This is an optimization exercise on Yosys and OpenROAD, whose aim is small area, not a production implementation. At most, simulation tests tie the RTL to the original design; equivalence was not proved.

==> inputs of build 57 <==
==> flow/design.v <==
`timescale 1ns/100ps
package arm_isa_pkg;
    typedef logic [31:0] word_t;
    typedef logic [3:0]  reg_idx_t;
    typedef logic [10:0] pc_t;       
    localparam reg_idx_t LR_IDX = 4'd14;     
    typedef enum logic [2:0] {
        ADD = 3'd0,      
        SUB = 3'd1,      
        RSB = 3'd2,      
        AND = 3'd3,
        ORR = 3'd4,
        EOR = 3'd5,
        MOV = 3'd6,      
        MVN = 3'd7       
    } alu_op_e;
    typedef enum logic [1:0] {
        LSL = 2'd0,
        LSR = 2'd1,
        ASR = 2'd2,
        ROR = 2'd3
    } shift_op_e;
    typedef struct packed {
        logic n;
        logic z;
        logic c;
        logic v;
    } flags_t;
endpackage
`timescale 1ns/100ps
package dp_ctrl_pkg;
    typedef enum logic [1:0] {
        FWD_RF         = 2'b00,
        FWD_ALU        = 2'b01,
        FWD_ZERO_OR_RF = 2'b10,
        FWD_ALT        = 2'b11      
    } fwd_sel_e;
    typedef enum logic [1:0] {
        PC_NEXT  = 2'b00,
        PC_ALU   = 2'b01,
        PC_START = 2'b10
    } pc_sel_e;
    typedef struct packed {
        logic     en;          
        logic [3:0] addr;
        logic     sel_lr;      
        logic     ldr_en;      
        logic [3:0] ldr_addr;
        logic [31:0] ldr_data;
        logic     en2;         
        logic [3:0] addr2;
    } rf_wr_t;
    typedef struct packed {
        logic    load;
        pc_sel_e sel;
        logic [10:0]     start;
    } pc_ctrl_t;
    typedef struct packed {
        logic [3:0] a_addr;
        logic [3:0] b_addr;
        logic [3:0] s_addr;
        logic [3:0] str_addr;
        fwd_sel_e sel_a_in;
        fwd_sel_e sel_b_in;
        fwd_sel_e sel_s_in;
        logic     en_a;
        logic     en_b;
        logic     en_s;
        logic     sel_s_reg;        
        logic [31:0] shift_imm;
        logic     zero_a;
        logic     sel_imm;          
        logic     sel_branch_imm;   
        logic [31:0] imm12;
        logic [31:0] imm24;
    } operand_ctrl_t;
    typedef struct packed {
        rf_wr_t        rf_wr;
        pc_ctrl_t      pc;
        operand_ctrl_t operands;
        logic [1:0]     shift_op;
        logic [2:0]       alu_op;
        logic          en_status;
        logic          status_rdy;
        logic          sel_post_index;   
    } dp_ctrl_t;
endpackage
`timescale 1ns/100ps
import arm_isa_pkg::*;
import dp_ctrl_pkg::*;
module regfile (
    input  logic     clk,
    input  logic     arst_n,
    input  arm_isa_pkg::word_t    y,           
    input  arm_isa_pkg::word_t    lr_in,
    input  logic     sel_lr,
    input  arm_isa_pkg::reg_idx_t w_addr1,
    input  logic     w_en1,
    input  arm_isa_pkg::reg_idx_t w_addr2,
    input  logic     w_en2,
    input  arm_isa_pkg::word_t    ldr_data,
    input  arm_isa_pkg::reg_idx_t ldr_addr,
    input  logic     ldr_en,
    input  arm_isa_pkg::reg_idx_t a_addr,
    input  arm_isa_pkg::reg_idx_t b_addr,
    input  arm_isa_pkg::reg_idx_t s_addr,
    input  arm_isa_pkg::reg_idx_t str_addr,
    input  logic     a_en,       
    input  logic     b_en,
    input  logic     s_en,
    output arm_isa_pkg::word_t    a_data,
    output arm_isa_pkg::word_t    b_data,
    output logic [4:0]            s_data,
    output arm_isa_pkg::word_t    str_data
);
    arm_isa_pkg::word_t regs [16];
    logic [15:0] valid;
    logic [15:0] wl, wy, hold;
    logic        wlr;        
    always_comb begin
        for (int i = 0; i < 16; i++) begin
            logic w1, w2;
            w1      = w_en1 & (sel_lr ? (i == 14) : (w_addr1 == 4'(i)));
            w2      = w_en2 & (w_addr2 == 4'(i));
            wl[i]   = ldr_en & (ldr_addr == 4'(i));
            wy[i]   = ~wl[i] & (w2 | (w1 & ~sel_lr));
            hold[i] = ~(wl[i] | w1 | w2);
        end
        wlr = ~wl[14] & ~(w_en2 & (w_addr2 == 4'd14)) & w_en1 & sel_lr;
    end
    always_ff @(posedge clk or negedge arst_n) begin
        if (!arst_n) valid <= '0;
        else         valid <= valid | ~hold;
    end
    always_ff @(posedge clk) begin
        for (int i = 0; i < 16; i++) begin
            if (i == 14)
                regs[i] <= ({32{wl[i]}} & ldr_data) | ({32{wy[i]}} & y) |
                           ({32{wlr}} & lr_in) | ({32{hold[i]}} & regs[i]);
            else
                regs[i] <= ({32{wl[i]}} & ldr_data) | ({32{wy[i]}} & y) |
                           ({32{hold[i]}} & regs[i]);
        end
    end
    logic [15:0] sa, sb, ss, st;
    always_comb begin
        for (int i = 0; i < 16; i++) begin
            sa[i] = a_en & valid[i] & (a_addr == 4'(i));
            sb[i] = b_en & valid[i] & (b_addr == 4'(i));
            ss[i] = s_en & valid[i] & (s_addr == 4'(i));
            st[i] = valid[i] & (str_addr == 4'(i));
        end
        a_data   = '0;
        b_data   = '0;
        s_data   = '0;
        str_data = '0;
        for (int i = 0; i < 16; i++) begin
            a_data   = a_data   | ({32{sa[i]}} & regs[i]);
            b_data   = b_data   | ({32{sb[i]}} & regs[i]);
            s_data   = s_data   | ({5{ss[i]}}  & regs[i][4:0]);
            str_data = str_data | ({32{st[i]}} & regs[i]);
        end
    end
endmodule
`timescale 1ns/100ps
import arm_isa_pkg::*;
module shifter (
    input  arm_isa_pkg::word_t     value,
    input  logic                   valid,     
    input  arm_isa_pkg::shift_op_e op,
    input  logic [4:0]             amount,
    output arm_isa_pkg::word_t     shifted
);
    logic [4:0]  amt;
    logic [31:0] rot;
    logic [31:0] keep_l;     
    logic [31:0] keep;
    logic        fill;
    assign amt = (op == LSL) ? (5'd0 - amount) : amount;
    assign rot = ({value, value} >> amt);
    always_comb begin
        for (int j = 0; j < 32; j++) keep_l[j] = (5'(j) >= amount);
        for (int j = 0; j < 32; j++) begin
            case (op)
                LSL:     keep[j] = keep_l[j];
                ROR:     keep[j] = 1'b1;
                default: keep[j] = keep_l[31 - j];
            endcase
        end
    end
    assign fill    = valid & (op == ASR) & value[31];
    assign shifted = ({32{valid}} & keep & rot) | (~keep & {32{fill}});
endmodule
`timescale 1ns/100ps
import arm_isa_pkg::*;
module alu (
    input  arm_isa_pkg::word_t   a,
    input  arm_isa_pkg::word_t   b,
    input  arm_isa_pkg::alu_op_e op,
    output arm_isa_pkg::word_t   y,
    output arm_isa_pkg::flags_t  flags
);
    arm_isa_pkg::word_t x, z, g, p, t, u;
    logic        sub, rsb, arith, cin;
    logic        c_t, c_g, c_o, c_z;
    logic [32:0] c;          
    logic [31:0] gg, pp;     
    assign sub   = (op == SUB);
    assign rsb   = (op == RSB);
    assign arith = (op == ADD) | sub | rsb;
    assign cin   = sub | rsb;
    assign x = a ^ {32{rsb}};
    assign z = b ^ {32{sub | (op == MVN)}};
    assign g = x & z;
    assign p = x ^ z;
    always_comb begin
        gg = g;
        pp = p;
        gg[0] = g[0] | (p[0] & cin);
        for (int l = 0; l < 5; l++)
            for (int i = 0; i < 32; i++)
                if ((i + 1) % (2 << l) == 0) begin
                    gg[i] = gg[i] | (pp[i] & gg[i - (1 << l)]);
                    pp[i] = pp[i] & pp[i - (1 << l)];
                end
        for (int l = 3; l >= 0; l--)
            for (int i = 0; i < 32; i++)
                if ((i + 1) % (2 << l) == (1 << l) && i >= (2 << l)) begin
                    gg[i] = gg[i] | (pp[i] & gg[i - (1 << l)]);
                    pp[i] = pp[i] & pp[i - (1 << l)];
                end
        c = {gg, cin};
    end
    assign c_t = arith | (op == EOR);
    assign c_g = (op == AND);
    assign c_o = (op == ORR);
    assign c_z = (op == MOV) | (op == MVN);
    assign t   = p ^ (c[31:0] & {32{arith}});
    assign u   = ({32{c_t}} & t) | (z & ({32{c_o | c_z}} | ({32{c_g}} & x))) | ({32{c_o}} & x);
    assign y   = u;
    assign flags.n = y[31];
    assign flags.z = (y == '0);
    assign flags.c = arith & c[32];
    assign flags.v = arith & (x[31] == z[31]) & (t[31] != x[31]);
endmodule
`timescale 1ns/100ps
import arm_isa_pkg::*;
import dp_ctrl_pkg::*;
module datapath (
    input  logic     clk,
    input  logic     arst_n,
    input  dp_ctrl_pkg::dp_ctrl_t ctrl,
    input  arm_isa_pkg::word_t    lr_in,
    output arm_isa_pkg::word_t    result,
    output arm_isa_pkg::word_t    status,
    output arm_isa_pkg::word_t    str_data,
    output arm_isa_pkg::pc_t      pc
);
    dp_ctrl_pkg::operand_ctrl_t op_ctrl;
    assign op_ctrl = ctrl.operands;
    arm_isa_pkg::word_t  a_data, b_data;
    logic [4:0]          s_data;
    arm_isa_pkg::word_t  a_in, b_in;
    logic [4:0]          s_in, s_next;
    arm_isa_pkg::word_t  a_reg, b_reg;
    logic [4:0]          s_reg;      
    logic                a_ok, b_ok;   
    arm_isa_pkg::pc_t    pc_q;
    arm_isa_pkg::word_t  shift_out, imm, val_a, val_b, alu_y;
    arm_isa_pkg::flags_t alu_flags, status_q;
    regfile u_regfile (
        .clk      (clk),
        .arst_n   (arst_n),
        .y        (alu_y),
        .lr_in    (lr_in),
        .sel_lr   (ctrl.rf_wr.sel_lr),
        .w_addr1  (ctrl.rf_wr.addr),
        .w_en1    (ctrl.rf_wr.en),
        .w_addr2  (ctrl.rf_wr.addr2),
        .w_en2    (ctrl.rf_wr.en2),
        .ldr_data (ctrl.rf_wr.ldr_data),
        .ldr_addr (ctrl.rf_wr.ldr_addr),
        .ldr_en   (ctrl.rf_wr.ldr_en),
        .a_addr   (op_ctrl.a_addr),
        .b_addr   (op_ctrl.b_addr),
        .s_addr   (op_ctrl.s_addr),
        .str_addr (op_ctrl.str_addr),
        .a_en     (~op_ctrl.sel_a_in[0]),
        .b_en     (~op_ctrl.sel_b_in[0]),
        .s_en     (~op_ctrl.sel_s_in[0]),
        .a_data   (a_data),
        .b_data   (b_data),
        .s_data   (s_data),
        .str_data (str_data)
    );
    assign a_in = a_data | ({32{op_ctrl.sel_a_in == FWD_ALU}} & alu_y)
                         | ({32{op_ctrl.sel_a_in == FWD_ALT}} & arm_isa_pkg::word_t'(pc_q));
    assign b_in = b_data | ({32{op_ctrl.sel_b_in == FWD_ALU}} & alu_y)
                         | ({32{op_ctrl.sel_b_in == FWD_ALT}} & val_b);
    assign s_in = s_data | ({5{op_ctrl.sel_s_in == FWD_ALU}} & alu_y[4:0]);
    assign s_next = op_ctrl.sel_s_reg ? s_in : op_ctrl.shift_imm[4:0];
    always_ff @(posedge clk or negedge arst_n) begin
        if (!arst_n) begin
            a_ok  <= 1'b0;
            b_ok  <= 1'b0;
            s_reg <= '0;
        end else begin
            if (op_ctrl.en_a) a_ok  <= 1'b1;
            if (op_ctrl.en_b) b_ok  <= 1'b1;
            if (op_ctrl.en_s) s_reg <= s_next;
        end
    end
    always_ff @(posedge clk) begin
        if (op_ctrl.en_a) a_reg <= a_in;
        if (op_ctrl.en_b) b_reg <= b_in;
    end
    shifter u_shifter (
        .value   (b_reg),
        .valid   (b_ok),
        .op      (arm_isa_pkg::shift_op_e'(ctrl.shift_op)),
        .amount  (s_reg),
        .shifted (shift_out)
    );
    assign imm   = op_ctrl.sel_branch_imm ? op_ctrl.imm24 : op_ctrl.imm12;
    assign val_a = (op_ctrl.zero_a | ~a_ok) ? '0 : a_reg;
    assign val_b = op_ctrl.sel_imm ? imm : shift_out;
    alu u_alu (
        .a     (val_a),
        .b     (val_b),
        .op    (arm_isa_pkg::alu_op_e'(ctrl.alu_op)),
        .y     (alu_y),
        .flags (alu_flags)
    );
    always_ff @(posedge clk or negedge arst_n) begin
        if (!arst_n) begin
            pc_q <= '0;
        end else if (ctrl.pc.load) begin
            case (ctrl.pc.sel)
                PC_NEXT:  pc_q <= pc_q + 11'd1;
                PC_ALU:   pc_q <= alu_y[10:0];
                PC_START: pc_q <= ctrl.pc.start;
                default:  pc_q <= pc_q;
            endcase
        end
    end
    always_ff @(posedge clk or negedge arst_n) begin
        if (!arst_n) begin
            status_q <= '0;
        end else if (ctrl.en_status && ctrl.status_rdy) begin
            status_q <= alu_flags;
        end
    end
    assign pc     = pc_q;
    assign status = {status_q, 28'd0};
    assign result = ctrl.sel_post_index ? val_a : alu_y;
endmodule
`timescale 1ns/100ps
module arm_dp_top (
    input  logic         clk,
    input  logic         arst_n,
    input  logic [194:0] ctrl,
    input  logic [31:0]  lr_in,
    output logic [31:0]  result,
    output logic [31:0]  status,
    output logic [31:0]  str_data,
    output logic [10:0]  pc
);
    datapath u_datapath (
        .clk      (clk),
        .arst_n   (arst_n),
        .ctrl     (ctrl),
        .lr_in    (lr_in),
        .result   (result),
        .status   (status),
        .str_data (str_data),
        .pc       (pc)
    );
endmodule
==> flow/flow/run.sh <==
#!/bin/bash
# Standard ORFS layout (the standard.sh), except:
#  - the combinational logic is mapped by an area-oriented ABC script
#    (registers are mapped exactly as in the standard synthesis, before ABC);
#  - port buffers use buf_1;
#  - CTS uses clkbuf_4 with small sink clusters and no dummy loads.
set -euo pipefail
W=$PWD
{
  head -1 synth_recipe.tcl
  cat <<EOF2
proc abc {args} {
  set i [lsearch -exact \$args -script]
  if {\$i >= 0} { set args [lreplace \$args [expr {\$i+1}] [expr {\$i+1}] $W/flow/area.script] }
  puts "area abc: \$args"
  yosys abc {*}\$args
}
EOF2
  tail -n +2 synth_recipe.tcl
} > $W/area_synth.tcl
bash standard.sh finish SYNTH_SCRIPT=$W/area_synth.tcl \
  BUFFER_PORTS_ARGS="-buffer_cell sky130_fd_sc_hd__buf_1" \
  CTS_ARGS="-sink_clustering_enable -repair_clock_nets -buf_list sky130_fd_sc_hd__clkbuf_4 -sink_clustering_size 8 -sink_clustering_max_diameter 40 -dont_use_dummy_load" \
  > $W/make_finish.log 2>&1
==> flow/flow/area.script <==
&get -n
&st
&dch -f
&nf -a -p -F 8 -A 6 -C 32
&put
topo
==> flow/standard.sh <==
#!/bin/bash
# synth_recipe.tcl (not shown) runs the flow's synth.tcl, then flattens the netlist and writes it again
# the make line also repeats each setting of config.mk as NAME=value (left out here)
make -C /OpenROAD-flow-scripts/flow DESIGN_CONFIG=/design/flow/config.mk WORK_HOME=/design/flow/orfs CLKGATE_MAP_FILE= SYNTH_SCRIPT=/design/flow/synth_recipe.tcl "${@:-finish}"
==> flow/config.mk <==
export PLATFORM = sky130hd
export DESIGN_NAME = arm_dp_top
export DESIGN_NICKNAME = arm_dp_top
export VERILOG_FILES = /design/flow/design.v
export SDC_FILE = /design/flow/constraint.sdc
export NUM_CORES = 4
export LEC_CHECK = 0
export CAP_MARGIN = 20
export CELL_PAD_IN_SITES_GLOBAL_PLACEMENT = 2
export CORE_MARGIN = 2
export CORE_UTILIZATION = 40
export PLACE_DENSITY = 0.5
export SLEW_MARGIN = 20
==> flow/constraint.sdc <==
create_clock -name core_clock -period 12.0 [get_ports {clk}]
set_input_delay 2.4000 -clock core_clock [delete_from_list [all_inputs] [get_ports {clk}]]
set_output_delay 2.4000 -clock core_clock [all_outputs]
set_load 0.01 [all_outputs]
==> build 88 (differences from build 57) <==
--- a/flow/design.v
+++ b/flow/design.v
@@ -169,6 +169,8 @@
     input  logic                   valid,     
     input  arm_isa_pkg::shift_op_e op,
     input  logic [4:0]             amount,
+    input  logic                   sel_imm,   
+    input  arm_isa_pkg::word_t     imm,
     output arm_isa_pkg::word_t     shifted
 );
     logic [4:0]  amt;
@@ -189,7 +191,9 @@
         end
     end
     assign fill    = valid & (op == ASR) & value[31];
-    assign shifted = ({32{valid}} & keep & rot) | (~keep & {32{fill}});
+    assign shifted = ({32{sel_imm}} & imm)
+                   | ({32{~sel_imm & valid}} & keep & rot)
+                   | ({32{~sel_imm}} & ~keep & {32{fill}});
 endmodule
 `timescale 1ns/100ps
 import arm_isa_pkg::*;
@@ -285,18 +289,20 @@
         .b_addr   (op_ctrl.b_addr),
         .s_addr   (op_ctrl.s_addr),
         .str_addr (op_ctrl.str_addr),
-        .a_en     (~op_ctrl.sel_a_in[0]),
-        .b_en     (~op_ctrl.sel_b_in[0]),
+        .a_en     (op_ctrl.en_a & ~op_ctrl.sel_a_in[0]),
+        .b_en     (op_ctrl.en_b & ~op_ctrl.sel_b_in[0]),
         .s_en     (~op_ctrl.sel_s_in[0]),
         .a_data   (a_data),
         .b_data   (b_data),
         .s_data   (s_data),
         .str_data (str_data)
     );
-    assign a_in = a_data | ({32{op_ctrl.sel_a_in == FWD_ALU}} & alu_y)
-                         | ({32{op_ctrl.sel_a_in == FWD_ALT}} & arm_isa_pkg::word_t'(pc_q));
-    assign b_in = b_data | ({32{op_ctrl.sel_b_in == FWD_ALU}} & alu_y)
-                         | ({32{op_ctrl.sel_b_in == FWD_ALT}} & val_b);
+    assign a_in = a_data | ({32{op_ctrl.en_a & (op_ctrl.sel_a_in == FWD_ALU)}} & alu_y)
+                         | ({32{op_ctrl.en_a & (op_ctrl.sel_a_in == FWD_ALT)}} & arm_isa_pkg::word_t'(pc_q))
+                         | ({32{~op_ctrl.en_a}} & a_reg);
+    assign b_in = b_data | ({32{op_ctrl.en_b & (op_ctrl.sel_b_in == FWD_ALU)}} & alu_y)
+                         | ({32{op_ctrl.en_b & (op_ctrl.sel_b_in == FWD_ALT)}} & val_b)
+                         | ({32{~op_ctrl.en_b}} & b_reg);
     assign s_in = s_data | ({5{op_ctrl.sel_s_in == FWD_ALU}} & alu_y[4:0]);
     assign s_next = op_ctrl.sel_s_reg ? s_in : op_ctrl.shift_imm[4:0];
     always_ff @(posedge clk or negedge arst_n) begin
@@ -311,19 +317,21 @@
         end
     end
     always_ff @(posedge clk) begin
-        if (op_ctrl.en_a) a_reg <= a_in;
-        if (op_ctrl.en_b) b_reg <= b_in;
+        a_reg <= a_in;
+        b_reg <= b_in;
     end
     shifter u_shifter (
         .value   (b_reg),
         .valid   (b_ok),
         .op      (arm_isa_pkg::shift_op_e'(ctrl.shift_op)),
         .amount  (s_reg),
+        .sel_imm (op_ctrl.sel_imm),
+        .imm     (imm),
         .shifted (shift_out)
     );
     assign imm   = op_ctrl.sel_branch_imm ? op_ctrl.imm24 : op_ctrl.imm12;
     assign val_a = (op_ctrl.zero_a | ~a_ok) ? '0 : a_reg;
-    assign val_b = op_ctrl.sel_imm ? imm : shift_out;
+    assign val_b = shift_out;
     alu u_alu (
         .a     (val_a),
         .b     (val_b),
--- a/flow/flow/run.sh
+++ b/flow/flow/run.sh
@@ -3,7 +3,8 @@
 #  - the combinational logic is mapped by an area-oriented ABC script
 #    (registers are mapped exactly as in the standard synthesis, before ABC);
 #  - port buffers use buf_1;
-#  - CTS uses clkbuf_4 with small sink clusters and no dummy loads.
+#  - CTS uses clkbuf_4 with small sink clusters and no dummy loads;
+#  - gates with timing slack are downsized after global routing.
 set -euo pipefail
 W=$PWD
 {
@@ -20,5 +21,6 @@
 } > $W/area_synth.tcl
 bash standard.sh finish SYNTH_SCRIPT=$W/area_synth.tcl \
   BUFFER_PORTS_ARGS="-buffer_cell sky130_fd_sc_hd__buf_1" \
+  RECOVER_POWER=100 \
   CTS_ARGS="-sink_clustering_enable -repair_clock_nets -buf_list sky130_fd_sc_hd__clkbuf_4 -sink_clustering_size 8 -sink_clustering_max_diameter 40 -dont_use_dummy_load" \
   > $W/make_finish.log 2>&1
==> run summary <==
                                                                      build 57                                         build 88
Number of antenna diodes                                                    10                                               29
Net count reported at finish                                              4776                                             4817
Fraction of synthesized cell area taken by the top area cell type        28.1%                                            32.1%
# placed instances                                                        5563                                             5590
Outcome                                               timing/DRC/antenna clean                       complete, but fails checks
Reasons for failing layout checks                                            -  max-capacitance violations, max-slew violations
Area of the mapped netlist                                           36500 um2                                        35900 um2
Met2 GRT Util                                                            68.2%                                            67.5%
Worst hold margin                                                       476 ps                                           489 ps
Synthesized-area fraction occupied by xor and xnor cells                 2.31%                                            2.46%
Clock-cell share                                                         2.04%                                            2.14%
Height of the die                                                       306 um                                           304 um
CP Depth                                                                    26                                               29
Register cell area after layout                                      13100 um2                                        12500 um2
VDD IR max                                                         0.0000950 V                                       0.000116 V
Only the layout flow was run in build 57; the RTL was not checked for function there.

re-timing with driven ports:
Ports are ideal in the flow. The routed layouts listed here were re-timed in OpenROAD. Step 1: set_driving_cell puts a clkbuf_16 on clk and a buf_2 on each other input, an assumption about the parent block. Step 2 also shifts input and output timing later by t, the mid clock arrival at the registers, as if the neighbouring blocks saw the same clock. Slacks: ideal / step 1 / step 2; pairs: ideal / step 1.
| run | t, ns | setup WS [ns] | hold WS [ns] | worst setup path at the end | slew at the worst register clock pin (ns) |
|---|---|---|---|---|---|
| build 57 | 1.049 | 0.586 / 0.564 / 0.564 | 0.476 / 0.476 / 0.476 | input to output | 0.11 / 0.11 |
| build 88 | 1.103 | 0.437 / 0.410 / -0.371 | 0.489 / 0.489 / 0.489 | input to register | 0.11 / 0.11 |
For build 88, which loses most, drivers alone change the setup slack by -0.027 ns; drivers and shift together by -0.808 ns.
